Context: an optimization exercise on an open-source flow, tuned for small area and a short achievable clock period. The choices shown serve that exercise and are no tape-out recipe. In this exercise RTL edits were held to simulation tests only and were not proved equivalent to the original.

==> flow/design.v, too long to show whole: its modules and the start of the top module <==
// module synapse_decode: 388 lines
// module csa_fa: 10 lines
// module csa_ha: 9 lines
// module izh_step: 501 lines
// module izh_execute: 45 lines
// module spike_result: 66 lines
// module neuron_top: 62 lines
module neuron_top #(
    parameter int NEURON_INDEX = 1
) (
    input  logic        clk,
    input  logic        rst,
    input  logic        cfg_we,
    input  logic [5:0]  cfg_addr,
    input  logic [17:0] cfg_data,
    input  logic        axon_vld,
    input  logic [7:0]  axon_index,
    input  logic        nc_evaluate,
    input  logic        nc_reset,
    input  logic        nc_warmup,
    input  logic        out_granted,
    output logic        neur_output,
    output logic        out_pending,
    output logic [7:0]  out_bus,
    output logic [17:0] state_v,
    output logic [17:0] state_u
);
  // ...
==> flow/flow/run.sh <==
#!/bin/bash
# The standard layout, with timing repair aimed at a shorter period than the clock's
# (SETUP_SLACK_MARGIN) and drive-strength buffers on the ports.
set -euo pipefail
export SETUP_SLACK_MARGIN=14
export BUFFER_PORTS_ARGS="-buffer_cell sky130_fd_sc_hd__buf_2"
bash standard.sh > standard.log 2>&1
==> flow/standard.sh <==
#!/bin/bash
# synth_recipe.tcl (not shown) runs the flow's synth.tcl, then flattens the netlist and writes it again
# the make line also repeats each setting of config.mk as NAME=value (left out here)
make -C /OpenROAD-flow-scripts/flow DESIGN_CONFIG=/design/flow/config.mk WORK_HOME=/design/flow/orfs CLKGATE_MAP_FILE= SYNTH_SCRIPT=/design/flow/synth_recipe.tcl "${@:-finish}"
==> flow/config.mk <==
export PLATFORM = sky130hd
export DESIGN_NAME = neuron_top
export DESIGN_NICKNAME = neuron_top
export VERILOG_FILES = /design/flow/design.v
export SDC_FILE = /design/flow/constraint.sdc
export NUM_CORES = 4
export LEC_CHECK = 0
export CAP_MARGIN = 20
export CORE_MARGIN = 2
export CORE_UTILIZATION = 40
export SLEW_MARGIN = 20
export SYNTH_HIERARCHICAL = 1
export SYNTH_MINIMUM_KEEP_SIZE = 0
==> flow/constraint.sdc <==
create_clock -name core_clock -period 24.0 [get_ports {clk}]
set_input_delay 4.8000 -clock core_clock [delete_from_list [all_inputs] [get_ports {clk}]]
set_output_delay 4.8000 -clock core_clock [all_outputs]
set_load 0.01 [all_outputs]
==> notes.md, run 1 <==
- The layout has 70 clock buffers.
* Number of buffers inserted for hold repair after clock tree synthesis: 0
- In the final design database the tool counted 3,716 nets.
* Total number of clock tree sinks: 417
* Multi-input logic cell count: 2,457
* Number of ordinary and repair buffers in the finished layout: 123
- The slowest stage of the critical path belongs to the cell and3_4.
- Critical path destination: neur_output
- The critical path crosses 4 cells after its start point.
* Bufs on Longest Clock Path: 3
- Status: finished clean
- At the end of routability-driven placement, the weighted congestion stood at 0.849.
- The number of antenna diodes in the final layout is 1.
- Sequential cells make up 24.8% of the cell area.
- Chain of cells forming the critical path: buf_16, and3_4, buf_12, buf_6
* Largest clock skew in the final design: 0.0245 ns
- The number of placed instances, taps included, is 4,161.
- The worst hold path passes through 2 cells.
- Static timing analysis puts the maximum clock frequency at 98.7 MHz.
- The register with the most flip-flops in the layout has 160 of them.
* Number of vias in the routed layout: 22,000
- Final number of hold-violating endpoints: 0
- Tap insertion was completed with 1,030 tapcells.
- The later pin in the worst-skew pair is clocked with a latency of 0.61 ns.
* Count of buffers added by post-CTS timing repair for setup: 4
- Startpoint of the worst register-to-register path: izh_execute_i.u[13]
- Floorplan row count: 101
- For this run, design rule violations remaining after detail routing come to 0.
- The worst pin sits at a relative slew slack of 29.9%.
- The finished cells cover 33,700 µm².
- Clock tree buffers and inverters occupy 4.88% of the routed design's cell area.
* Remaining antenna violation count after routing: 0
* Hold Slack: 0.457 ns
- Routed wire length per instance: 19.4 µm
==> module synapse_decode, before the edit <==
module synapse_decode (
    input  logic              clk,
    input  logic              rst,
    input  logic              nc_reset,
    input  logic              cfg_we,
    input  logic [5:0]        cfg_addr,
    input  logic [17:0]       cfg_data,
    input  logic              axon_vld,
    input  logic [7:0]        axon_index,
    output logic [8:0]        syn_current,
    output logic [8:0]        bias_current
);
    logic [7:0]  table_i [20];
    logic [6:0]  table_w [20];
    logic [19:0] table_s;
    logic        axon_q_vld;
    logic [7:0]  axon_q_index;
    logic [19:0] row_match;
    logic [19:0] ms;
    logic [8:0]  syn_nxt;
    always_ff @(posedge clk) begin
        if (rst) begin
            bias_current <= '0;
        end else if (cfg_we && cfg_addr == 6'd0) begin
            bias_current <= cfg_data[8:0];
        end
    end
    always_ff @(posedge clk) begin
        for (int r = 0; r < 20; r++) begin
            if (rst) begin
                table_i[r] <= '0;
            end else if (cfg_we && cfg_addr == 6'(2 + 2 * r)) begin
                table_i[r] <= cfg_data[7:0];
            end
            if (rst) begin
                table_w[r] <= '0;
            end else if (cfg_we && cfg_addr == 6'(3 + 2 * r)) begin
                table_w[r] <= cfg_data[6:0];
            end
        end
    end
    always_comb begin
        for (int r = 0; r < 20; r++) begin
            row_match[r] = axon_q_vld && (axon_q_index == table_i[r]);
        end
    end
    assign ms = row_match & table_s;
    wire [6:0] mw0 = {7{row_match[0]}} & (table_w[0] ^ {7{table_s[0]}});
    wire [6:0] mw1 = {7{row_match[1]}} & (table_w[1] ^ {7{table_s[1]}});
    wire [6:0] mw2 = {7{row_match[2]}} & (table_w[2] ^ {7{table_s[2]}});
    wire [6:0] mw3 = {7{row_match[3]}} & (table_w[3] ^ {7{table_s[3]}});
    wire [6:0] mw4 = {7{row_match[4]}} & (table_w[4] ^ {7{table_s[4]}});
    wire [6:0] mw5 = {7{row_match[5]}} & (table_w[5] ^ {7{table_s[5]}});
    wire [6:0] mw6 = {7{row_match[6]}} & (table_w[6] ^ {7{table_s[6]}});
    wire [6:0] mw7 = {7{row_match[7]}} & (table_w[7] ^ {7{table_s[7]}});
    wire [6:0] mw8 = {7{row_match[8]}} & (table_w[8] ^ {7{table_s[8]}});
    wire [6:0] mw9 = {7{row_match[9]}} & (table_w[9] ^ {7{table_s[9]}});
    wire [6:0] mw10 = {7{row_match[10]}} & (table_w[10] ^ {7{table_s[10]}});
    wire [6:0] mw11 = {7{row_match[11]}} & (table_w[11] ^ {7{table_s[11]}});
    wire [6:0] mw12 = {7{row_match[12]}} & (table_w[12] ^ {7{table_s[12]}});
    wire [6:0] mw13 = {7{row_match[13]}} & (table_w[13] ^ {7{table_s[13]}});
    wire [6:0] mw14 = {7{row_match[14]}} & (table_w[14] ^ {7{table_s[14]}});
    wire [6:0] mw15 = {7{row_match[15]}} & (table_w[15] ^ {7{table_s[15]}});
    wire [6:0] mw16 = {7{row_match[16]}} & (table_w[16] ^ {7{table_s[16]}});
    wire [6:0] mw17 = {7{row_match[17]}} & (table_w[17] ^ {7{table_s[17]}});
    wire [6:0] mw18 = {7{row_match[18]}} & (table_w[18] ^ {7{table_s[18]}});
    wire [6:0] mw19 = {7{row_match[19]}} & (table_w[19] ^ {7{table_s[19]}});
    wire st_s0, st_c0;
    csa_fa st_fa0 (.a(syn_current[0]), .b(mw0[0]), .c(ms[0]), .s(st_s0), .co(st_c0));
    wire st_s1, st_c1;
    csa_fa st_fa1 (.a(mw1[0]), .b(ms[1]), .c(mw2[0]), .s(st_s1), .co(st_c1));
    wire st_s2, st_c2;
    csa_fa st_fa2 (.a(ms[2]), .b(mw3[0]), .c(ms[3]), .s(st_s2), .co(st_c2));
    wire st_s3, st_c3;
    csa_fa st_fa3 (.a(mw4[0]), .b(ms[4]), .c(mw5[0]), .s(st_s3), .co(st_c3));
    wire st_s4, st_c4;
    csa_fa st_fa4 (.a(ms[5]), .b(mw6[0]), .c(ms[6]), .s(st_s4), .co(st_c4));
    wire st_s5, st_c5;
    csa_fa st_fa5 (.a(mw7[0]), .b(ms[7]), .c(mw8[0]), .s(st_s5), .co(st_c5));
    wire st_s6, st_c6;
    csa_fa st_fa6 (.a(ms[8]), .b(mw9[0]), .c(ms[9]), .s(st_s6), .co(st_c6));
    wire st_s7, st_c7;
    csa_fa st_fa7 (.a(mw10[0]), .b(ms[10]), .c(mw11[0]), .s(st_s7), .co(st_c7));
    wire st_s8, st_c8;
    csa_fa st_fa8 (.a(ms[11]), .b(mw12[0]), .c(ms[12]), .s(st_s8), .co(st_c8));
    wire st_s9, st_c9;
    csa_fa st_fa9 (.a(mw13[0]), .b(ms[13]), .c(mw14[0]), .s(st_s9), .co(st_c9));
    wire st_s10, st_c10;
    csa_fa st_fa10 (.a(ms[14]), .b(mw15[0]), .c(ms[15]), .s(st_s10), .co(st_c10));
    wire st_s11, st_c11;
    csa_fa st_fa11 (.a(mw16[0]), .b(ms[16]), .c(mw17[0]), .s(st_s11), .co(st_c11));
    wire st_s12, st_c12;
    csa_fa st_fa12 (.a(ms[17]), .b(mw18[0]), .c(ms[18]), .s(st_s12), .co(st_c12));
    wire st_s13, st_c13;
    csa_fa st_fa13 (.a(mw19[0]), .b(ms[19]), .c(st_s0), .s(st_s13), .co(st_c13));
    wire st_s14, st_c14;
    csa_fa st_fa14 (.a(st_s1), .b(st_s2), .c(st_s3), .s(st_s14), .co(st_c14));
    wire st_s15, st_c15;
    csa_fa st_fa15 (.a(st_s4), .b(st_s5), .c(st_s6), .s(st_s15), .co(st_c15));
    wire st_s16, st_c16;
    csa_fa st_fa16 (.a(st_s7), .b(st_s8), .c(st_s9), .s(st_s16), .co(st_c16));
    wire st_s17, st_c17;
    csa_fa st_fa17 (.a(st_s10), .b(st_s11), .c(st_s12), .s(st_s17), .co(st_c17));
    wire st_s18, st_c18;
    csa_fa st_fa18 (.a(st_s13), .b(st_s14), .c(st_s15), .s(st_s18), .co(st_c18));
    wire st_s19, st_c19;
    csa_fa st_fa19 (.a(st_s16), .b(st_s17), .c(st_s18), .s(st_s19), .co(st_c19));
    wire st_s20, st_c20;
    csa_fa st_fa20 (.a(syn_current[1]), .b(mw0[1]), .c(mw1[1]), .s(st_s20), .co(st_c20));
    wire st_s21, st_c21;
    csa_fa st_fa21 (.a(mw2[1]), .b(mw3[1]), .c(mw4[1]), .s(st_s21), .co(st_c21));
    wire st_s22, st_c22;
    csa_fa st_fa22 (.a(mw5[1]), .b(mw6[1]), .c(mw7[1]), .s(st_s22), .co(st_c22));
    wire st_s23, st_c23;
    csa_fa st_fa23 (.a(mw8[1]), .b(mw9[1]), .c(mw10[1]), .s(st_s23), .co(st_c23));
    wire st_s24, st_c24;
    csa_fa st_fa24 (.a(mw11[1]), .b(mw12[1]), .c(mw13[1]), .s(st_s24), .co(st_c24));
    wire st_s25, st_c25;
    csa_fa st_fa25 (.a(mw14[1]), .b(mw15[1]), .c(mw16[1]), .s(st_s25), .co(st_c25));
    wire st_s26, st_c26;
    csa_fa st_fa26 (.a(mw17[1]), .b(mw18[1]), .c(mw19[1]), .s(st_s26), .co(st_c26));
    wire st_s27, st_c27;
    csa_fa st_fa27 (.a(st_c0), .b(st_c1), .c(st_c2), .s(st_s27), .co(st_c27));
    wire st_s28, st_c28;
    csa_fa st_fa28 (.a(st_c3), .b(st_c4), .c(st_c5), .s(st_s28), .co(st_c28));
    wire st_s29, st_c29;
    csa_fa st_fa29 (.a(st_c6), .b(st_c7), .c(st_c8), .s(st_s29), .co(st_c29));
    wire st_s30, st_c30;
    csa_fa st_fa30 (.a(st_c9), .b(st_c10), .c(st_c11), .s(st_s30), .co(st_c30));
    wire st_s31, st_c31;
    csa_fa st_fa31 (.a(st_c12), .b(st_s20), .c(st_s21), .s(st_s31), .co(st_c31));
    wire st_s32, st_c32;
    csa_fa st_fa32 (.a(st_s22), .b(st_s23), .c(st_s24), .s(st_s32), .co(st_c32));
    wire st_s33, st_c33;
    csa_fa st_fa33 (.a(st_s25), .b(st_s26), .c(st_c13), .s(st_s33), .co(st_c33));
    wire st_s34, st_c34;
    csa_fa st_fa34 (.a(st_c14), .b(st_c15), .c(st_c16), .s(st_s34), .co(st_c34));
    wire st_s35, st_c35;
    csa_fa st_fa35 (.a(st_c17), .b(st_s27), .c(st_s28), .s(st_s35), .co(st_c35));
    wire st_s36, st_c36;
    csa_fa st_fa36 (.a(st_s29), .b(st_s30), .c(st_s31), .s(st_s36), .co(st_c36));
    wire st_s37, st_c37;
    csa_fa st_fa37 (.a(st_s32), .b(st_c18), .c(st_s33), .s(st_s37), .co(st_c37));
    wire st_s38, st_c38;
    csa_fa st_fa38 (.a(st_s34), .b(st_s35), .c(st_s36), .s(st_s38), .co(st_c38));
    wire st_s39, st_c39;
    csa_fa st_fa39 (.a(st_c19), .b(st_s37), .c(st_s38), .s(st_s39), .co(st_c39));
    wire st_s40, st_c40;
    csa_fa st_fa40 (.a(syn_current[2]), .b(mw0[2]), .c(mw1[2]), .s(st_s40), .co(st_c40));
    wire st_s41, st_c41;
    csa_fa st_fa41 (.a(mw2[2]), .b(mw3[2]), .c(mw4[2]), .s(st_s41), .co(st_c41));
    wire st_s42, st_c42;
    csa_fa st_fa42 (.a(mw5[2]), .b(mw6[2]), .c(mw7[2]), .s(st_s42), .co(st_c42));
    wire st_s43, st_c43;
    csa_fa st_fa43 (.a(mw8[2]), .b(mw9[2]), .c(mw10[2]), .s(st_s43), .co(st_c43));
    wire st_s44, st_c44;
    csa_fa st_fa44 (.a(mw11[2]), .b(mw12[2]), .c(mw13[2]), .s(st_s44), .co(st_c44));
    wire st_s45, st_c45;
    csa_fa st_fa45 (.a(mw14[2]), .b(mw15[2]), .c(mw16[2]), .s(st_s45), .co(st_c45));
    wire st_s46, st_c46;
    csa_fa st_fa46 (.a(mw17[2]), .b(mw18[2]), .c(mw19[2]), .s(st_s46), .co(st_c46));
    wire st_s47, st_c47;
    csa_fa st_fa47 (.a(st_c20), .b(st_c21), .c(st_c22), .s(st_s47), .co(st_c47));
    wire st_s48, st_c48;
    csa_fa st_fa48 (.a(st_c23), .b(st_c24), .c(st_c25), .s(st_s48), .co(st_c48));
    wire st_s49, st_c49;
    csa_fa st_fa49 (.a(st_c26), .b(st_s40), .c(st_s41), .s(st_s49), .co(st_c49));
    wire st_s50, st_c50;
    csa_fa st_fa50 (.a(st_s42), .b(st_s43), .c(st_s44), .s(st_s50), .co(st_c50));
    wire st_s51, st_c51;
    csa_fa st_fa51 (.a(st_s45), .b(st_s46), .c(st_c27), .s(st_s51), .co(st_c51));
    wire st_s52, st_c52;
    csa_fa st_fa52 (.a(st_c28), .b(st_c29), .c(st_c30), .s(st_s52), .co(st_c52));
    wire st_s53, st_c53;
    csa_fa st_fa53 (.a(st_c31), .b(st_c32), .c(st_s47), .s(st_s53), .co(st_c53));
    wire st_s54, st_c54;
    csa_fa st_fa54 (.a(st_s48), .b(st_s49), .c(st_s50), .s(st_s54), .co(st_c54));
    wire st_s55, st_c55;
    csa_fa st_fa55 (.a(st_c33), .b(st_c34), .c(st_c35), .s(st_s55), .co(st_c55));
    wire st_s56, st_c56;
    csa_fa st_fa56 (.a(st_s51), .b(st_s52), .c(st_c36), .s(st_s56), .co(st_c56));
    wire st_s57, st_c57;
    csa_fa st_fa57 (.a(st_s53), .b(st_s54), .c(st_c37), .s(st_s57), .co(st_c57));
    wire st_s58, st_c58;
    csa_fa st_fa58 (.a(st_s55), .b(st_c38), .c(st_s56), .s(st_s58), .co(st_c58));
    wire st_s59, st_c59;
    csa_fa st_fa59 (.a(st_s57), .b(st_c39), .c(st_s58), .s(st_s59), .co(st_c59));
    wire st_s60, st_c60;
    csa_fa st_fa60 (.a(syn_current[3]), .b(mw0[3]), .c(mw1[3]), .s(st_s60), .co(st_c60));
    wire st_s61, st_c61;
    csa_fa st_fa61 (.a(mw2[3]), .b(mw3[3]), .c(mw4[3]), .s(st_s61), .co(st_c61));
    wire st_s62, st_c62;
    csa_fa st_fa62 (.a(mw5[3]), .b(mw6[3]), .c(mw7[3]), .s(st_s62), .co(st_c62));
    wire st_s63, st_c63;
    csa_fa st_fa63 (.a(mw8[3]), .b(mw9[3]), .c(mw10[3]), .s(st_s63), .co(st_c63));
    wire st_s64, st_c64;
    csa_fa st_fa64 (.a(mw11[3]), .b(mw12[3]), .c(mw13[3]), .s(st_s64), .co(st_c64));
    wire st_s65, st_c65;
    csa_fa st_fa65 (.a(mw14[3]), .b(mw15[3]), .c(mw16[3]), .s(st_s65), .co(st_c65));
    wire st_s66, st_c66;
    csa_fa st_fa66 (.a(mw17[3]), .b(mw18[3]), .c(mw19[3]), .s(st_s66), .co(st_c66));
    wire st_s67, st_c67;
    csa_fa st_fa67 (.a(st_c40), .b(st_c41), .c(st_c42), .s(st_s67), .co(st_c67));
    wire st_s68, st_c68;
    csa_fa st_fa68 (.a(st_c43), .b(st_c44), .c(st_c45), .s(st_s68), .co(st_c68));
    wire st_s69, st_c69;
    csa_fa st_fa69 (.a(st_c46), .b(st_s60), .c(st_s61), .s(st_s69), .co(st_c69));
    wire st_s70, st_c70;
    csa_fa st_fa70 (.a(st_s62), .b(st_s63), .c(st_s64), .s(st_s70), .co(st_c70));
    wire st_s71, st_c71;
    csa_fa st_fa71 (.a(st_s65), .b(st_s66), .c(st_c47), .s(st_s71), .co(st_c71));
    wire st_s72, st_c72;
    csa_fa st_fa72 (.a(st_c48), .b(st_c49), .c(st_c50), .s(st_s72), .co(st_c72));
    wire st_s73, st_c73;
    csa_fa st_fa73 (.a(st_s67), .b(st_s68), .c(st_s69), .s(st_s73), .co(st_c73));
    wire st_s74, st_c74;
    csa_fa st_fa74 (.a(st_s70), .b(st_c51), .c(st_c52), .s(st_s74), .co(st_c74));
    wire st_s75, st_c75;
    csa_fa st_fa75 (.a(st_c53), .b(st_s71), .c(st_c54), .s(st_s75), .co(st_c75));
    wire st_s76, st_c76;
    csa_fa st_fa76 (.a(st_s72), .b(st_s73), .c(st_c55), .s(st_s76), .co(st_c76));
    wire st_s77, st_c77;
    csa_fa st_fa77 (.a(st_s74), .b(st_c56), .c(st_s75), .s(st_s77), .co(st_c77));
    wire st_s78, st_c78;
    csa_fa st_fa78 (.a(st_s76), .b(st_c57), .c(st_c58), .s(st_s78), .co(st_c78));
    wire st_s79, st_c79;
    csa_fa st_fa79 (.a(st_s77), .b(st_s78), .c(st_c59), .s(st_s79), .co(st_c79));
    wire st_s80, st_c80;
    csa_fa st_fa80 (.a(syn_current[4]), .b(mw0[4]), .c(mw1[4]), .s(st_s80), .co(st_c80));
    wire st_s81, st_c81;
    csa_fa st_fa81 (.a(mw2[4]), .b(mw3[4]), .c(mw4[4]), .s(st_s81), .co(st_c81));
    wire st_s82, st_c82;
    csa_fa st_fa82 (.a(mw5[4]), .b(mw6[4]), .c(mw7[4]), .s(st_s82), .co(st_c82));
    wire st_s83, st_c83;
    csa_fa st_fa83 (.a(mw8[4]), .b(mw9[4]), .c(mw10[4]), .s(st_s83), .co(st_c83));
    wire st_s84, st_c84;
    csa_fa st_fa84 (.a(mw11[4]), .b(mw12[4]), .c(mw13[4]), .s(st_s84), .co(st_c84));
    wire st_s85, st_c85;
    csa_fa st_fa85 (.a(mw14[4]), .b(mw15[4]), .c(mw16[4]), .s(st_s85), .co(st_c85));
    wire st_s86, st_c86;
    csa_fa st_fa86 (.a(mw17[4]), .b(mw18[4]), .c(mw19[4]), .s(st_s86), .co(st_c86));
    wire st_s87, st_c87;
    csa_fa st_fa87 (.a(st_c60), .b(st_c61), .c(st_c62), .s(st_s87), .co(st_c87));
    wire st_s88, st_c88;
    csa_fa st_fa88 (.a(st_c63), .b(st_c64), .c(st_c65), .s(st_s88), .co(st_c88));
    wire st_s89, st_c89;
    csa_fa st_fa89 (.a(st_c66), .b(st_s80), .c(st_s81), .s(st_s89), .co(st_c89));
    wire st_s90, st_c90;
    csa_fa st_fa90 (.a(st_s82), .b(st_s83), .c(st_s84), .s(st_s90), .co(st_c90));
    wire st_s91, st_c91;
    csa_fa st_fa91 (.a(st_s85), .b(st_s86), .c(st_c67), .s(st_s91), .co(st_c91));
    wire st_s92, st_c92;
    csa_fa st_fa92 (.a(st_c68), .b(st_c69), .c(st_c70), .s(st_s92), .co(st_c92));
    wire st_s93, st_c93;
    csa_fa st_fa93 (.a(st_s87), .b(st_s88), .c(st_s89), .s(st_s93), .co(st_c93));
    wire st_s94, st_c94;
    csa_fa st_fa94 (.a(st_s90), .b(st_c71), .c(st_c72), .s(st_s94), .co(st_c94));
    wire st_s95, st_c95;
    csa_fa st_fa95 (.a(st_s91), .b(st_c73), .c(st_s92), .s(st_s95), .co(st_c95));
    wire st_s96, st_c96;
    csa_fa st_fa96 (.a(st_s93), .b(st_c74), .c(st_c75), .s(st_s96), .co(st_c96));
    wire st_s97, st_c97;
    csa_fa st_fa97 (.a(st_s94), .b(st_s95), .c(st_c76), .s(st_s97), .co(st_c97));
    wire st_s98, st_c98;
    csa_fa st_fa98 (.a(st_c77), .b(st_s96), .c(st_s97), .s(st_s98), .co(st_c98));
    wire st_s99, st_c99;
    csa_fa st_fa99 (.a(st_c78), .b(st_s98), .c(st_c79), .s(st_s99), .co(st_c99));
    wire st_s100, st_c100;
    csa_fa st_fa100 (.a(syn_current[5]), .b(mw0[5]), .c(mw1[5]), .s(st_s100), .co(st_c100));
    wire st_s101, st_c101;
    csa_fa st_fa101 (.a(mw2[5]), .b(mw3[5]), .c(mw4[5]), .s(st_s101), .co(st_c101));
    wire st_s102, st_c102;
    csa_fa st_fa102 (.a(mw5[5]), .b(mw6[5]), .c(mw7[5]), .s(st_s102), .co(st_c102));
    wire st_s103, st_c103;
    csa_fa st_fa103 (.a(mw8[5]), .b(mw9[5]), .c(mw10[5]), .s(st_s103), .co(st_c103));
    wire st_s104, st_c104;
    csa_fa st_fa104 (.a(mw11[5]), .b(mw12[5]), .c(mw13[5]), .s(st_s104), .co(st_c104));
    wire st_s105, st_c105;
    csa_fa st_fa105 (.a(mw14[5]), .b(mw15[5]), .c(mw16[5]), .s(st_s105), .co(st_c105));
    wire st_s106, st_c106;
    csa_fa st_fa106 (.a(mw17[5]), .b(mw18[5]), .c(mw19[5]), .s(st_s106), .co(st_c106));
    wire st_s107, st_c107;
    csa_fa st_fa107 (.a(st_c80), .b(st_c81), .c(st_c82), .s(st_s107), .co(st_c107));
    wire st_s108, st_c108;
    csa_fa st_fa108 (.a(st_c83), .b(st_c84), .c(st_c85), .s(st_s108), .co(st_c108));
    wire st_s109, st_c109;
    csa_fa st_fa109 (.a(st_c86), .b(st_s100), .c(st_s101), .s(st_s109), .co(st_c109));
    wire st_s110, st_c110;
    csa_fa st_fa110 (.a(st_s102), .b(st_s103), .c(st_s104), .s(st_s110), .co(st_c110));
    wire st_s111, st_c111;
    csa_fa st_fa111 (.a(st_s105), .b(st_s106), .c(st_c87), .s(st_s111), .co(st_c111));
    wire st_s112, st_c112;
    csa_fa st_fa112 (.a(st_c88), .b(st_c89), .c(st_c90), .s(st_s112), .co(st_c112));
    wire st_s113, st_c113;
    csa_fa st_fa113 (.a(st_s107), .b(st_s108), .c(st_s109), .s(st_s113), .co(st_c113));
    wire st_s114, st_c114;
    csa_fa st_fa114 (.a(st_s110), .b(st_c91), .c(st_c92), .s(st_s114), .co(st_c114));
    wire st_s115, st_c115;
    csa_fa st_fa115 (.a(st_s111), .b(st_c93), .c(st_s112), .s(st_s115), .co(st_c115));
    wire st_s116, st_c116;
    csa_fa st_fa116 (.a(st_s113), .b(st_c94), .c(st_c95), .s(st_s116), .co(st_c116));
    wire st_s117, st_c117;
    csa_fa st_fa117 (.a(st_s114), .b(st_s115), .c(st_c96), .s(st_s117), .co(st_c117));
    wire st_s118, st_c118;
    csa_fa st_fa118 (.a(st_s116), .b(st_c97), .c(st_s117), .s(st_s118), .co(st_c118));
    wire st_s119, st_c119;
    csa_fa st_fa119 (.a(st_c98), .b(st_s118), .c(st_c99), .s(st_s119), .co(st_c119));
    wire st_s120, st_c120;
    csa_fa st_fa120 (.a(syn_current[6]), .b(~mw0[6]), .c(~mw1[6]), .s(st_s120), .co(st_c120));
    wire st_s121, st_c121;
    csa_fa st_fa121 (.a(~mw2[6]), .b(~mw3[6]), .c(~mw4[6]), .s(st_s121), .co(st_c121));
    wire st_s122, st_c122;
    csa_fa st_fa122 (.a(~mw5[6]), .b(~mw6[6]), .c(~mw7[6]), .s(st_s122), .co(st_c122));
    wire st_s123, st_c123;
    csa_fa st_fa123 (.a(~mw8[6]), .b(~mw9[6]), .c(~mw10[6]), .s(st_s123), .co(st_c123));
    wire st_s124, st_c124;
    csa_fa st_fa124 (.a(~mw11[6]), .b(~mw12[6]), .c(~mw13[6]), .s(st_s124), .co(st_c124));
    wire st_s125, st_c125;
    csa_fa st_fa125 (.a(~mw14[6]), .b(~mw15[6]), .c(~mw16[6]), .s(st_s125), .co(st_c125));
    wire st_s126, st_c126;
    csa_fa st_fa126 (.a(~mw17[6]), .b(~mw18[6]), .c(~mw19[6]), .s(st_s126), .co(st_c126));
    wire st_s127, st_c127;
    csa_fa st_fa127 (.a(st_c100), .b(st_c101), .c(st_c102), .s(st_s127), .co(st_c127));
    wire st_s128, st_c128;
    csa_fa st_fa128 (.a(st_c103), .b(st_c104), .c(st_c105), .s(st_s128), .co(st_c128));
    wire st_s129, st_c129;
    csa_fa st_fa129 (.a(st_c106), .b(st_s120), .c(st_s121), .s(st_s129), .co(st_c129));
    wire st_s130, st_c130;
    csa_fa st_fa130 (.a(st_s122), .b(st_s123), .c(st_s124), .s(st_s130), .co(st_c130));
    wire st_s131, st_c131;
    csa_fa st_fa131 (.a(st_s125), .b(st_s126), .c(st_c107), .s(st_s131), .co(st_c131));
    wire st_s132, st_c132;
    csa_fa st_fa132 (.a(st_c108), .b(st_c109), .c(st_c110), .s(st_s132), .co(st_c132));
    wire st_s133, st_c133;
    csa_fa st_fa133 (.a(st_s127), .b(st_s128), .c(st_s129), .s(st_s133), .co(st_c133));
    wire st_s134, st_c134;
    csa_fa st_fa134 (.a(st_s130), .b(st_c111), .c(st_c112), .s(st_s134), .co(st_c134));
    wire st_s135, st_c135;
    csa_fa st_fa135 (.a(st_s131), .b(st_c113), .c(st_s132), .s(st_s135), .co(st_c135));
    wire st_s136, st_c136;
    csa_fa st_fa136 (.a(st_s133), .b(st_c114), .c(st_c115), .s(st_s136), .co(st_c136));
    wire st_s137, st_c137;
    csa_fa st_fa137 (.a(st_s134), .b(st_s135), .c(st_c116), .s(st_s137), .co(st_c137));
    wire st_s138, st_c138;
    csa_fa st_fa138 (.a(st_s136), .b(st_c117), .c(st_s137), .s(st_s138), .co(st_c138));
    wire st_s139, st_c139;
    csa_fa st_fa139 (.a(st_c118), .b(st_s138), .c(st_c119), .s(st_s139), .co(st_c139));
    wire st_s140, st_c140;
    csa_fa st_fa140 (.a(syn_current[7]), .b(st_c120), .c(st_c121), .s(st_s140), .co(st_c140));
    wire st_s141, st_c141;
    csa_fa st_fa141 (.a(st_c122), .b(st_c123), .c(st_c124), .s(st_s141), .co(st_c141));
    wire st_s142, st_c142;
    csa_fa st_fa142 (.a(st_c125), .b(st_c126), .c(st_c127), .s(st_s142), .co(st_c142));
    wire st_s143, st_c143;
    csa_fa st_fa143 (.a(st_c128), .b(st_c129), .c(st_c130), .s(st_s143), .co(st_c143));
    wire st_s144, st_c144;
    csa_fa st_fa144 (.a(st_s140), .b(st_s141), .c(st_c131), .s(st_s144), .co(st_c144));
    wire st_s145, st_c145;
    csa_fa st_fa145 (.a(st_c132), .b(st_s142), .c(st_c133), .s(st_s145), .co(st_c145));
    wire st_s146, st_c146;
    csa_fa st_fa146 (.a(st_s143), .b(st_c134), .c(st_s144), .s(st_s146), .co(st_c146));
    wire st_s147, st_c147;
    csa_fa st_fa147 (.a(st_c135), .b(st_s145), .c(st_c136), .s(st_s147), .co(st_c147));
    wire st_s148, st_c148;
    csa_fa st_fa148 (.a(st_s146), .b(st_c137), .c(st_s147), .s(st_s148), .co(st_c148));
    wire st_s149, st_c149;
    csa_fa st_fa149 (.a(st_c138), .b(st_s148), .c(st_c139), .s(st_s149), .co(st_c149));
    wire st_w0 = ~(syn_current[8] ^ st_c140);
    wire st_w1 = st_c141 ^ st_c142 ^ st_c143;
    wire st_w2 = st_w0 ^ st_c144 ^ st_c145;
    wire st_w3 = st_w1 ^ st_c146 ^ st_w2;
    wire st_w4 = st_c147 ^ st_w3 ^ st_c148;
    wire [8:0] st_a = {st_c149, st_s149, st_s139, st_s119, st_s99, st_s79, st_s59, st_s39, st_s19};
    wire [8:0] st_b = {st_w4, 1'b0, 1'b0, 1'b0, 1'b0, 1'b0, 1'b0, 1'b0, 1'b0};
    assign syn_nxt = st_a + st_b;
    always_ff @(posedge clk) begin
        axon_q_index <= axon_index;
        if (rst || nc_reset) begin
            axon_q_vld  <= 1'b0;
            syn_current <= '0;
            table_s     <= '0;
        end else begin
            axon_q_vld  <= axon_vld;
            syn_current <= syn_nxt;
            table_s     <= table_s ^ row_match;
        end
    end
endmodule
==> run 2, diff against run 1 <==
--- a/flow/design.v
+++ b/flow/design.v
@@ -74,6 +74,8 @@
     logic [19:0] row_match;
     logic [19:0] ms;
     logic [8:0]  syn_nxt;
+    logic [7:0]  wdata;
+    assign wdata = rst ? 8'd0 : cfg_data[7:0];
     always_ff @(posedge clk) begin
         if (rst) begin
             bias_current <= '0;
@@ -83,15 +85,11 @@
     end
     always_ff @(posedge clk) begin
         for (int r = 0; r < 20; r++) begin
-            if (rst) begin
-                table_i[r] <= '0;
-            end else if (cfg_we && cfg_addr == 6'(2 + 2 * r)) begin
-                table_i[r] <= cfg_data[7:0];
+            if (rst || (cfg_we && cfg_addr == 6'(2 + 2 * r))) begin
+                table_i[r] <= wdata;
             end
-            if (rst) begin
-                table_w[r] <= '0;
-            end else if (cfg_we && cfg_addr == 6'(3 + 2 * r)) begin
-                table_w[r] <= cfg_data[6:0];
+            if (rst || (cfg_we && cfg_addr == 6'(3 + 2 * r))) begin
+                table_w[r] <= wdata[6:0];
             end
         end
     end
==> notes.md, run 2 <==
* Status: finished clean (unchanged)
- The initial antenna violation count is 0 (was 1).
- Vias in the first global route: 18,500 (was 21,900)
- Pin count of the biggest net entering global routing: 43 (was 98)
- The total wire length came to 70.9 mm (was 82.7 mm).
- Routed wire length per instance: 20.9 µm (was 19.4 µm)
* Arrival @ worst endpoint: 5.34 ns (was 5.33 ns)
- The net count reported at finish was 2,928 (was 3,716).
- The startpoint of the lowest-slack hold path is synapse_decode_i.bias_current[7] (was synapse_decode_i.bias_current[8]).
* Detailed placement HPWL: 51.4 mm (was 56.4 mm)
* Remaining antenna violation count after routing: 0 (unchanged)
- The maximum level of the CTS H-tree was 2 (unchanged).
- The number of flip-flops under the largest register name came to 160 (unchanged).
- The share of post-route cells with drive strength above 1 was 12.5% (was 8.58%).
- Mapped cell area: 28,900 µm² (was 30,700 µm²)
- The final worst clock skew was 0.0460 ns (was 0.0245 ns).
- Bufs on Longest Clock Path: 3 (unchanged)
* Worst rel slew slack: 29.1% (was 29.9%)
- The critical path data required time was 19.20 ns (about the same).
- The register containing the most flip-flops in the final layout is synapse_decode_i.table_i (unchanged).
* Worst-margin pin slew: 1.06 ns (was 1.05 ns)
- The number of buffers added to fix hold violations after cts was 0 (unchanged).
* Max_cap viols: 0 (unchanged)
* Slack of the worst reg-to-reg path: 14.40 ns (was 14.54 ns)
* Final setup viols: 0 (unchanged)
- IO Port Bufs: 69 (unchanged)
- Type of the setup path with the least slack: in2out (unchanged)
* Largest fanout on the critical path: 4 (was 2)
* Final critical path time including I/O delays and setup: 10.14 ns (was 10.13 ns)
- Starting density of the core: 40.5% (was 40.4%)
* WHS Endpoint: synapse_decode_i.bias_current[7] (was synapse_decode_i.bias_current[8])
- The reg-to-reg endpoint was izh_execute_i.u[15] (unchanged).
- The highest achievable clock rate was 98.7 MHz (about the same).
- Drt first pass iters: 5 (unchanged)
- Remaining DRCs: 0 (unchanged)
* Number of vias in the routed layout: 17,300 (was 22,000)
- The part of the cycle the worst path needs was 42.2% (about the same).
* Startpoint of the worst register-to-register path: izh_execute_i.v[9] (was izh_execute_i.u[13])
- Congestion Overflow GR: 0 (unchanged)
- Clock root buffer: clkbuf_16 (unchanged)
- FF-to-FF path depth: 33 (was 31)
* Register clock-pin slew on the reported worst setup and hold paths: 0.06 ns (about the same)
* Total number of clock tree sinks: 417 (unchanged)
- The final worst hold slack was 0.478 ns (was 0.457 ns).
- The full die area was 74,500 µm² (was 78,900 µm²).
- The y dimension of the die was 273 µm (was 281 µm).
- The later-pin clock latency in the skew report was 0.60 ns (was 0.61 ns).
- The placement row count is 98 (was 101).
- Relative area change from synthesis to final layout: 11.8% (was 9.81%)
- The sum of negative setup slack came to 0 ns (unchanged).
- The final estimated routing congestion in global placement came to 0.821 (was 0.849).
- The mean instance size in the synthesized netlist came to 12.5 µm² (was 9.52 µm²).
- Most common library cell in the layout ignoring fill and taps: fa_1 (was dfxtp_1)
- The clock tree from TritonCTS is built (unchanged).
- The count of endpoints failing hold in the final timing report is 0 (unchanged).
- The wire length of the first global-routing pass is 110 mm (was 129 mm).
- Endpoint class of the critical path: output port (unchanged)
- The count of pins over their slew limit came to 0 (unchanged).
- The initial DRC count is 1,199 (was 1,458).
- Combined global-route utilization of all metal layers: 19.7% (was 21.2%)
* Die boundary width: 273 µm (was 281 µm)
- RSZ-0062 raised after global routing: true (unchanged)
- The per-cell via count in the routed design is 5.12 (was 5.15).
- CTS buffer count: 48 (was 49)
- Instance count of the mapped netlist: 2,309 (was 3,221)
* I/O pin cnt: 86 (unchanged)
* Launching element type of the critical path: primary input (unchanged)
* Warnings, synthesis: 11 (unchanged)
- Standard cell core area: 71,500 µm² (was 75,900 µm²)
* Hold path cells: 2 (unchanged)
* Antenna Cells: 0 (was 1)
- Leading cell types in the layout, fill and taps excluded: 359 x fa_1, 300 x edfxtp_1, 237 x nor2_1, 192 x xnor2_1, 176 x xor2_1 (was 414 x dfxtp_1, 380 x nor2_1, 359 x fa_1, 280 x nand2_1, 236 x a21oi_1)
* Hold crit path type: reg2reg (unchanged)
- Registers with the most flip-flops: synapse_decode_i.table_i x160, synapse_decode_i.table_w x140 (unchanged)
-- run 2: changes by cell type in the layout (fill, tap and decap cells not counted), moves of 8 or more --
cell	previous run	this run
nor2_1	380	237
a21oi_1	236	57
o21ai_0	42	20
and3_1	7	16
clkbuf_8	10	1
a21o_1	14	45
nand4_1	30	20
dfxtp_1	414	106
edfxtp_1	0	300
buf_4	50	67
clkinvlp_4	1	9
nand2_1	280	66
mux2i_1	138	7
nand3_1	171	19
-- run 2: cell type report --
type | count | area, µm²
timing repair buffer | 141 | 1020
tap | 950 | 1190
fill | 6445 | 39200
multi-input combinational | 1648 | 16700
inverter | 148 | 586
clock inverter | 22 | 254
sequential | 417 | 11400
clock buffer | 61 | 1260
-- run 2: worst max-delay path by stage --
stage,startpoint,endpoint,slack [ns],cells past startpoint
after floorplan,out_granted,out_bus[0],14.03,2
after global routing,nc_evaluate,neur_output,13.85,5
after detailed placement,nc_evaluate,neur_output,13.02,5
after global placement,nc_evaluate,neur_output,13.05,5
after CTS,nc_evaluate,neur_output,13.87,5
final,nc_evaluate,neur_output,13.86,5
-- run 2: metal layers --
layer	global-route usage (%)	up-vias	share of wire, %
li1	-	7889	-
met1	27.2	8957	45
met2	32.9	375	49
met3	2.06	108	4.0
met4	5.32	0	2.2
met5	0	-	0
-- run 2: what timing repair did --
| item | CTS | global route |
|---|---|---|
| gates resized for setup | 27 | 35 |
| pin swaps | 3 | 1 |
| setup buffers | 15 | 19 |
| endpoints found under the setup margin | 8 | 11 |
| cloned | 3 | 0 |
-- run 2: stage by stage --
step                worst slack [ns]  utilization, %  instances  instance area (µm²)
floorplan                      14.03               -       2315                28900
global placement               13.05            42.3       3267                30200
detailed placement             13.02            42.3       3267                30200
CTS                            13.87            44.9       3368                32100
global route                   13.85            45.2       3387                32300
finish                         13.86            45.2       3387                32300
-- run 2: worst max-delay path, stage by stage --
cell	delay, ns
buf_16	0.09
nand3_4	0.07
o21ai_4	0.16
buf_12	0.12
buf_6	0.09
==> run 3, diff against run 2 <==
--- a/flow/config.mk
+++ b/flow/config.mk
@@ -8,6 +8,8 @@
 export CAP_MARGIN = 20
 export CORE_MARGIN = 2
 export CORE_UTILIZATION = 40
+export CTS_CLUSTER_DIAMETER = 100
+export CTS_CLUSTER_SIZE = 30
 export SLEW_MARGIN = 20
 export SYNTH_HIERARCHICAL = 1
 export SYNTH_MINIMUM_KEEP_SIZE = 0
==> notes.md, run 3 <==
- The post-synthesis to final-layout area growth was 9.47% (was 11.8%).
- Instance count of the mapped netlist: 2,309 (unchanged)
- CTS buffer count: 23 (was 48)
- Max FFs per register: 160 (unchanged)
- The clock tree from TritonCTS was built (unchanged).
- The clock tree root driver cell is clkbuf_16 (unchanged).
- The footprint of the flip-flops and latches came to 11,400 µm² (about the same).
* Remaining DRCs: 0 (unchanged)
- The most frequent standard cell in the layout excluding fill and tap cells is fa_1 (unchanged).
* Leading cell types in the layout, fill and taps excluded: 359 x fa_1, 300 x edfxtp_1, 237 x nor2_1, 192 x xnor2_1, 176 x xor2_1 (unchanged)
* Layout cells sized above 1: 11.5% (was 12.5%)
- Antenna violations before repair: 0 (unchanged)
* Floorplan row count: 98 (unchanged)
- Arrival @ worst endpoint: 5.33 ns (was 5.34 ns)
* Mapped cell area: 28,900 µm² (unchanged)
- Slack of the worst reg-to-reg path: 14.35 ns (was 14.40 ns)
- Setup TNS Final: 0 ns (unchanged)
- The critical path class is in2out (unchanged).
* FF-to-FF path depth: 33 (unchanged)
* Register clock-pin slew on the reported worst setup and hold paths: 0.11 ns (was 0.06 ns)
* Critical path destination: neur_output (unchanged)
- The count of maximum capacitance violations came to 0 (unchanged).
* Share of the clock period used by the worst path after layout: 42.2% (about the same)
- The count of endpoints failing hold in the final timing report is 0 (unchanged).
- The highest achievable clock rate was 98.7 MHz (about the same).
- Status: finished clean (unchanged)
- First-pass GRT wire length: 109 mm (was 110 mm)
- Die boundary width: 273 µm (unchanged)
- The net count reported at finish was 2,901 (was 2,928).
- Congestion Overflow GR: 0 (unchanged)
* Warnings, synthesis: 11 (unchanged)
* Routed wire length per instance: 21.0 µm (was 20.9 µm)
* Number of violations reported at the end of detailed-routing iteration 0: 1,315 (was 1,199)
- Vert. Die Dim: 273 µm (unchanged)
* Max-slew violation total from the final report: 0 (unchanged)
- Final design instance area without fill: 31,700 µm² (was 32,300 µm²)
- The number of inserted diodes was 0 (unchanged).
* Registers with the most flip-flops: synapse_decode_i.table_i x160, synapse_decode_i.table_w x140 (unchanged)
- The per-cell via count in the routed design is 5.18 (was 5.12).
- The mean instance size in the synthesized netlist is 12.5 µm² (unchanged).
* Drt first pass iters: 6 (was 5)
- The number of placed I/O pins is 86 (unchanged).
* Hold crit path type: reg2reg (unchanged)
* First element of the critical path: nc_evaluate (unchanged)
* Starting density of the core: 40.5% (unchanged)
- The critical path data required time is 19.20 ns (about the same).
- Bufs on Longest Clock Path: 3 (unchanged)
* Filler instances: 6,520 (was 6,445)
* Detailed placement HPWL: 51.4 mm (unchanged)
- Routability cong.: 0.821 (unchanged)
- Final setup viols: 0 (unchanged)
- Total number of clock tree sinks: 417 (unchanged)
- Pin count of the biggest net entering global routing: 43 (unchanged)
* Total wire length after detailed routing: 70.3 mm (was 70.9 mm)
- Worst-margin pin slew: 1.05 ns (was 1.06 ns)
- The global-route total usage across every layer came to 19.4% (was 19.7%).
- The core footprint was 71,500 µm² (unchanged).
- The area of the multi-input gates is 16,600 µm² (was 16,700 µm²).
- The time the final worst path needs with I/O delays and setup was 10.13 ns (was 10.14 ns).
- IO Port Bufs: 69 (unchanged)
* Number of vias in the routed layout: 17,300 (about the same)
- The worst reg2reg path startpoint was izh_execute_i.v[9] (unchanged).
- The maximum level of the CTS H-tree is 1 (was 2).
- Clock Latency Late Sink: 0.61 ns (was 0.60 ns)
- Largest clock skew in the final design: 0.0331 ns (was 0.0460 ns)
- Vias in the first global route: 18,100 (was 18,500)
- The maximum net fanout on the critical path is 4 (unchanged).
* Endpoint class of the critical path: output port (unchanged)
- The max-slew headroom at the worst pin came to 30.3% (was 29.1%).
* Remaining antenna violation count after routing: 0 (unchanged)
- The register containing the most flip-flops in the final layout was synapse_decode_i.table_i (unchanged).
* Launching element type of the critical path: primary input (unchanged)
- Destination of the worst register-to-register timing path: izh_execute_i.u[15] (unchanged)
- RSZ-0062 raised after global routing: true (unchanged).
- The full die area came to 74,500 µm² (unchanged).
- Area post-placement: 30,200 µm² (unchanged)
## run 3: changes by cell type in the layout (fill, tap and decap cells not counted), moves of 2 or more
cell and change:
clkbuf_16 -24, clkbuf_1 -8, clkinv_2 -8, inv_16 +6
clkinv_1 -5, bufinv_16 -3, buf_4 -2, clkinv_8 +2
dfxtp_1 -2, dfxtp_2 +2
## run 3: critical path, cell delays in order
cell	delay, ns
buf_16	0.09
nand3_4	0.07
o21ai_4	0.16
buf_12	0.12
buf_6	0.09
## run 3: layout make-up
cell class              count  area share, %
inverters                 148           1.85
clock buffers              28           1.94
multi-input cells        1648           52.6
flip-flops and latches    417           35.9
well taps                 950           3.75
clock inverters            14          0.775
repair buffers            139           3.17
## run 3: how the worst min path moves through the flow
stage                                           startpoint                               end  slack (ns)  cells after the start
final                     synapse_decode_i.bias_current[7]  synapse_decode_i.bias_current[7]        0.49                      2
after global routing      synapse_decode_i.bias_current[7]  synapse_decode_i.bias_current[7]        0.52                      2
after CTS                 synapse_decode_i.bias_current[7]  synapse_decode_i.bias_current[7]        0.49                      2
after detailed placement  synapse_decode_i.bias_current[7]  synapse_decode_i.bias_current[7]        0.47                      2
after global placement    synapse_decode_i.bias_current[7]  synapse_decode_i.bias_current[7]        0.46                      2
after floorplan                 spike_result_i.step_len[5]        spike_result_i.step_len[5]        0.44                      1
## run 3: layer usage
layer,global-route usage (%),vias up,part of all wire (%)
met1,27.0,8989,45
met4,4.55,0,2.2
met5,0,-,0
met2,32.8,407,49
met3,1.73,90,4.3
li1,-,7822,-
## run 3: through the flow
stage                     util (%)  setup WS (ns)  instances  hold slack [ns]
after global routing          44.3          13.84       3344            0.517
after detailed placement      42.3          13.02       3267            0.471
final                         44.3          13.87       3344            0.486
after CTS                     44.0          13.87       3326            0.489
after floorplan                  -          14.03       2315            0.436
after global placement        42.3          13.05       3267            0.457
## run 3: repair_timing
action                                  in CTS  in global routing
hold buffers                                 0                  0
setup buffers                               14                 18
endpoints found under the setup margin       8                 10
pin swaps                                    3                  1
gates cloned                                 3                  0
resized for setup                           27                 35

[afterwards: timing with drivers on the ports]
The results above use ideal ports. As a check the final layouts listed here were re-extracted and re-timed, cells and wires unchanged. Step 1 sets driving cells, clkbuf_16 on the clock port and buf_2 on the other inputs (assumed; they add their load-dependent delay and slew). Step 2 adds t to the input delays and takes it off the output delays; t is the mean of the earliest and latest rising clock arrival at the registers after step 1. Input paths then give back, and output paths get back, about the clock's delay inside the block. Slacks: ideal / step 1 / step 2; pairs: ideal / step 1.
run	t (ns)	setup slack, ns	hold slack, ns	slew at the worst register clock pin (ns)	worst data-port slew with drivers (ns)
run 1	0.663	13.868 / 13.782 / 13.782	0.457 / 0.457 / 0.457	0.06 / 0.06	0.13
run 2	0.643	13.865 / 13.752 / 13.752	0.478 / 0.478 / 0.478	0.06 / 0.06	0.11
run 3	0.655	13.865 / 13.741 / 13.741	0.486 / 0.486 / 0.486	0.11 / 0.11	0.12
After both steps setup and hold are still met in every run listed. For run 3, which loses most, drivers alone change the setup slack by -0.124 ns; drivers and shift together by -0.124 ns.
